Context: an optimization exercise on an open-source flow, tuned for small area. The choices shown serve that exercise and are no tape-out recipe.
In this exercise RTL edits were held to simulation tests only and were not proved equivalent to the original.
No activity file was given, so power comes from the tool's default toggle rates.

[flow/config.mk]
export PLATFORM = sky130hd
export DESIGN_NAME = cam
export DESIGN_NICKNAME = cam
export VERILOG_FILES = /design/flow/design.v
export SDC_FILE = /design/flow/constraint.sdc
export NUM_CORES = 4
export LEC_CHECK = 0
export CAP_MARGIN = 10
export CORE_MARGIN = 2
export CORE_UTILIZATION = 60
export CTS_CLUSTER_DIAMETER = 120
export CTS_CLUSTER_SIZE = 24
export SETUP_SLACK_MARGIN = 0.2
export SLEW_MARGIN = 10
export SYNTH_HIERARCHICAL = 1
[flow/flow/run.sh]
#!/bin/bash
set -euo pipefail
here=$(pwd)
export BUFFER_PORTS_ARGS="-buffer_cell sky130_fd_sc_hd__buf_1"
export CTS_ARGS="-sink_clustering_enable -repair_clock_nets -sink_clustering_size 24 -sink_clustering_max_diameter 120 -dont_use_dummy_load"
export POST_FLOORPLAN_TCL="$here/flow/downsize.tcl"
bash standard.sh finish > flow.log 2>&1
[flow/standard.sh]
#!/bin/bash
# synth_recipe.tcl (not shown) runs the flow's synth.tcl, then flattens the netlist and writes it again
# the make line also repeats each setting of config.mk as NAME=value (left out here)
make -C /OpenROAD-flow-scripts/flow DESIGN_CONFIG=/design/flow/config.mk WORK_HOME=/design/flow/orfs CLKGATE_MAP_FILE= SYNTH_SCRIPT=/design/flow/synth_recipe.tcl "${@:-finish}"
[flow/flow/downsize.tcl]
# Sized-down start for the resizer: every combinational cell that synthesis
# mapped at a drive strength above 1 is set back to its _1 variant when that
# is smaller. Flip-flops, latches, tie, tap and fill cells are left alone.
# repair_design and repair_timing in the later steps upsize again wherever
# slew, capacitance or timing needs it.
set n 0
set saved 0.0
foreach inst [[ord::get_db_block] getInsts] {
  set m [$inst getMaster]
  set name [$m getName]
  if {![regexp {^(sky130_fd_sc_hd__)([a-z0-9]+)_([0-9]+)$} $name -> pfx base drive]} { continue }
  if {$drive <= 1} { continue }
  if {[regexp {^(df|edf|sdf|sedf|dl|conb|tap|fill|decap|clk)} $base]} { continue }
  set small [get_lib_cells -quiet ${pfx}${base}_1]
  if {[llength $small] == 0} { continue }
  if {[get_property $small dont_use]} { continue }
  set nm [[ord::get_db] findMaster ${pfx}${base}_1]
  if {$nm eq "NULL"} { continue }
  set a0 [expr {[$m getWidth] * [$m getHeight]}]
  set a1 [expr {[$nm getWidth] * [$nm getHeight]}]
  if {$a1 >= $a0} { continue }
  replace_cell [$inst getName] ${pfx}${base}_1
  incr n
  set saved [expr {$saved + ($a0 - $a1) / 1e6}]
}
puts "downsize: resized $n instances, [format %.1f $saved] um2 smaller"
[flow/design.v]
module cam #(
    parameter int DATA_WIDTH  = 32,
    parameter int DEPTH       = 32,
    parameter int INDEX_WIDTH = 5
) (
    input  logic                   clk,
    input  logic                   reset,
    input  logic                   read,
    input  logic [INDEX_WIDTH-1:0] read_index,
    input  logic                   write,
    input  logic [INDEX_WIDTH-1:0] write_index,
    input  logic [DATA_WIDTH-1:0]  write_data,
    input  logic                   search,
    input  logic [DATA_WIDTH-1:0]  search_data,
    output logic                   read_valid,
    output logic [DATA_WIDTH-1:0]  read_value,
    output logic                   search_valid,
    output logic [INDEX_WIDTH-1:0] search_index
);
    logic [DATA_WIDTH-1:0] entry_data [DEPTH];
    logic [DEPTH-1:0]      entry_valid;
    logic [DEPTH-1:0]      match;
    logic [DEPTH-1:0]      wsel, whold, rsel;
    logic [3:0] wlo, rlo;
    logic [7:0] whi, rhi;
    always_comb begin
        for (int k = 0; k < 4; k++) begin
            wlo[k] = write && (write_index[1:0] == 2'(k));
            rlo[k] = read  && (read_index[1:0]  == 2'(k));
        end
        for (int k = 0; k < 8; k++) begin
            whi[k] = (write_index[4:2] == 3'(k));
            rhi[k] = (read_index[4:2]  == 3'(k));
        end
        for (int i = 0; i < DEPTH; i++) begin
            wsel[i]  = wlo[i % 4] && whi[i / 4];
            whold[i] = !wsel[i];
            rsel[i]  = rlo[i % 4] && rhi[i / 4] && entry_valid[i];
        end
    end
    always_ff @(posedge clk) begin
        if (!reset)
            entry_valid <= '0;
        else
            entry_valid <= entry_valid | wsel;
    end
    for (genvar i = 0; i < DEPTH; i++) begin : g_row
        cam_row #(.W(DATA_WIDTH)) u_row (
            .clk(clk), .set(wsel[i]), .hold(whold[i]), .d(write_data),
            .valid(entry_valid[i]), .key(search_data),
            .q(entry_data[i]), .match(match[i]));
    end
    assign read_valid = |rsel;
    for (genvar j = 0; j < DATA_WIDTH; j++) begin : g_rd
        logic [DEPTH-1:0] col;
        for (genvar i = 0; i < DEPTH; i++) begin : g_col
            assign col[i] = entry_data[i][j];
        end
        cam_rdbit #(.N(DEPTH)) u_rd (.sel(rsel), .d(col), .y(read_value[j]));
    end
    cam_prio u_prio (.search(search), .m(match), .valid(search_valid), .idx(search_index));
endmodule
module cam_row #(
    parameter int W = 32
) (
    input  logic         clk,
    input  logic         set,
    input  logic         hold,
    input  logic [W-1:0] d,
    input  logic         valid,
    input  logic [W-1:0] key,
    output logic [W-1:0] q,
    output logic         match
);
    always_ff @(posedge clk)
        q <= ({W{set}} & d) | ({W{hold}} & q);
    assign match = valid && (q == key);
endmodule
module cam_rdbit #(
    parameter int N = 32    
) (
    input  logic [N-1:0] sel,
    input  logic [N-1:0] d,
    output logic         y
);
    logic [10:0] n;
    for (genvar g = 0; g < 10; g++) begin : g_aoi
        cam_aoi222 u_aoi (
            .a1(sel[3*g]),   .a2(d[3*g]),
            .b1(sel[3*g+1]), .b2(d[3*g+1]),
            .c1(sel[3*g+2]), .c2(d[3*g+2]),
            .y(n[g]));
    end
    cam_aoi22 u_aoi22 (.a1(sel[30]), .a2(d[30]), .b1(sel[31]), .b2(d[31]), .y(n[10]));
    assign y = ~&n;
endmodule
module cam_aoi222 (
    input  logic a1, a2, b1, b2, c1, c2,
    output logic y
);
    assign y = ~((a1 & a2) | (b1 & b2) | (c1 & c2));
endmodule
module cam_aoi22 (
    input  logic a1, a2, b1, b2,
    output logic y
);
    assign y = ~((a1 & a2) | (b1 & b2));
endmodule
module cam_prio (
    input  logic        search,
    input  logic [31:0] m,
    output logic        valid,
    output logic [4:0]  idx
);
    always_comb begin
        valid = 1'b0;
        idx   = '0;
        if (search) begin
            for (int i = 31; i >= 0; i--) begin
                if (m[i]) begin
                    valid = 1'b1;
                    idx   = 5'(i);
                end
            end
        end
    end
endmodule
[flow/constraint.sdc]
create_clock -name core_clock -period 8.0 [get_ports {clk}]
set_input_delay 1.6000 -clock core_clock [delete_from_list [all_inputs] [get_ports {clk}]]
set_output_delay 1.6000 -clock core_clock [all_outputs]
set_load 0.01 [all_outputs]
==> reports/qor.yml <==
hold_path.class: "reg -> reg"
tns_ps: 0
seqCellArea_um2: 21140
drt_iter0_drc: 7685
post-route-period-util_pct: 94.87
dp_hpwl_um: 135200
synth_most_common_cell: "dfxtp_1"
cp-end-kind: "primary output"
path_cells: "clkbuf_2 > buf_4 > buf_4 > xor2_1 > nor4_1 > nand4_1 > nor3_1 > a2111oi_0 > o31ai_1 > o2111ai_1 > a2111oi_1 > buf_4 > buf_1"
worstMarginPinSlew_ps: 1248
numPortBuffers: 117
fin_ws_ps: 410.7
detail_route.wirelength_um: 201300
dpl_cell_area_um2: 49980
pre_cts_ws_ps: 634.1
die_y_um: 287.5
critPathSlowestCell: "a2111oi_1"
clockRootBuffer: "clkbuf_16"
clockBufferDepth: 3
period_needed_ps: 7589
drc_errors: 0
synthTopCellsByArea: "dfxtp_1 44%, a22o_1 18%, xor2_1 18%, a222oi_1 6.6%, nor4_1 3.0%"
crit_arrival_ps: 5990
required_ps: 6400
post-cts-setup-buffer-count: 0
netlist_instances: 4426
cts_resized: 0
placedCellCount: 5538
path_class: "in -> out"
grt_max_degree: 34
ant_nets: 0
ir_drop_mv: 0.2267
p_per_area_nw_per_um2: 242.0
grt-ovfl-total: 0
via_count: 42820
cts_made_buffers: 49
synth_seq_cells: 1056
initial_core_util_pct: 60.83
dieArea_um2: 82640
final_cell_area_um2: 51230
slew_headroom_pct: 16.81
fmax_ghz: 0.1318
rows: 103
wire_per_inst_um: 35.95
status: "finished clean"
syn_avg_cell_area_um2: 10.89
drive_gt1_share_pct: 6.083
r2r_slack_ps: 7280
final-hold-violation-count: 0
syn_area_um2: 48210
clkSinkCount: 1056
yosys_warnings: 10
leakage_nw: 22.48
htreeDepth: 2
async_flop_share_pct: 0
boundaryPins: 118
clk_latency_ps: 640
first_pass_iters: 9
syn2layout_area_growth_pct: 6.262
viasPerCell: 7.650
path_max_fanout: 15
n_fill_cell: 6525
crit_top_cell: "buf_4"
synth_top_area_share_pct: 43.85
setup_viol: 0
stdcell_count: 5598
finalClockSkew_ps: 0
track_usage_pct: 47.19
first_global_vias: 39400
rsz0062_at_grt: "false"
total_power_mw: 12.40
gp_congestion: 1.037
die_w_um: 287.5
clk_pin_slew_ps: 100
cts_tree: "yes"
startpoint_type: "primary input"
core_um2: 79260
grt_pass1_wl_um: 286400
synth_largest_area_cell: "dfxtp_1"
layout.nets: 4618
slew_violations: 0
antenna_found_initial: 26
ys.flop_type: "dfxtp_1"
multi_input_area_um2: 25740
ys_types: 54
syn_nets: 4505
yosysSeqAreaShare_pct: 43.85
max_stage_delay_ps: 790
netlist_top_cells_count: "1056 x dfxtp_1, 992 x a22o_1, 992 x xor2_1"
maxCapViolCount: 0
synth_edf_count: 0
hold_buffers: 0
==> power breakdown <==
part,leakage (nW),switching (mW),total [mW],internal [mW]
clock,0.604,1.72,2.82,1.10
combinational,13.1,1.04,2.26,1.22
sequential,8.78,1.04,7.32,6.27
total,22.5,3.80,12.4,8.59
==> path summary, 6_finish.rpt <==
path                                                   start                      endpoint  cells past startpoint
worst min register to register     entry_valid[2]$_SDFF_PN0_     entry_valid[2]$_SDFF_PN0_                      1
worst max-delay path                         search_data[21]               search_index[0]                     13
worst min-delay path               entry_valid[2]$_SDFF_PN0_     entry_valid[2]$_SDFF_PN0_                      1
worst max register to register  g_row[9].u_row.q[31]$_DFF_P_  g_row[9].u_row.q[31]$_DFF_P_                      1
==> per-stage QoR <==
stage	utilization [%]	hold slack [ps]
CTS	64.60	510.3
floorplan	-	453.4
finish	64.64	514.5
global route	64.61	529.8
global placement	63.05	479.3
detailed placement	63.05	487.8
==> state kept, by name, summed over array words and instances (netlist names) <==
signal / cells
g_row.u_row.q: 1024
entry_valid: 32
==> cell families (layout without fill, tap and decap cells) <==
kind of cell,Yosys count,after routing,synth area share (%)
compound gates,1440,1440,27.14
mux,7,7,0.2439
xor+xnor,1024,1024,18.60
buf+inv,241,352,1.923
other cells,0,11,0
simple gates,658,658,8.245
flops,1056,1056,43.85
==> per-layer routing <==
metal | GRT usage [%] | part of all wire (%) | vias to the layer above
met5 | 0 | 0.088 | -
met1 | 62.00 | 37 | 21030
met3 | 14.67 | 14 | 647
li1 | - | - | 17820
met2 | 67.94 | 41 | 3303
met4 | 27.96 | 7.5 | 28
==> Yosys stat by module, one instance, submodules excluded, excerpt <==
module      cells  times used  cell area [um^2]
cam_prio       69           1             395.4
cam           229           1              1852
cam_aoi22       1          32             12.51
cam_aoi222      1         320             10.01
==> placed cells by master (no fill, tap or decap), types with 28 or more instances in the layout <==
cell | Yosys | routed
dfxtp_1 | 1056 | 1056
a22o_1 | 992 | 1025
xor2_1 | 992 | 992
a222oi_1 | 320 | 320
nor4_1 | 229 | 231
buf_4 | 0 | 145
nand3_1 | 99 | 100
nand4_1 | 97 | 97
nor3_1 | 43 | 75
clkbuf_2 | 0 | 64
buf_1 | 0 | 53
clkbuf_16 | 0 | 49
nand2_1 | 48 | 48
a22oi_1 | 2 | 34
or3_1 | 33 | 33
o21a_1 | 33 | 33
xnor2_1 | 32 | 32
inv_1 | 40 | 28
==> final cells by class <==
cell class	instances	area share, %
diodes	11	0.05373
inverters	40	0.2931
clock buffers	49	2.393
multi-input cells	3129	50.25
repair buffers	263	3.177
well taps	1050	2.564
flip-flops and latches	1056	41.27
==> worst max-delay path: cells and delay by family <==
kind                   cells  cell delay, ps
XOR/XNOR                   1              90
buffers and inverters      5            1440
AO/OA/AOI/OAI              4            1240
AND/OR/NAND/NOR            3            1590

-- port drivers added, routing unchanged --
How much do the figures lean on ideal ports? The routed layout below was timed once more, with nothing changed but the port constraints.
Step 1: set_driving_cell puts a clkbuf_16 on clk and a buf_2 on each other input, an assumption about the parent block.
Step 2, shift: input delay + t, output delay - t, t = (earliest + latest rising clock arrival at the registers) / 2. This alone moves slack from input paths to output paths.
Three values: no drivers, after step 1, after step 2; two values: the first two.
shift t [ns]: 0.724
slack for setup (ns): 0.411 / 0.362 / 0.362
worst setup path after step 2: input to output
worst register clock-pin slew, ns: 0.11 / 0.11
cell pins on the clock port's net: 1
After both steps this run still meets setup and hold. The setup slack of this run moves by -0.049 ns with the drivers and by -0.049 ns with both steps.
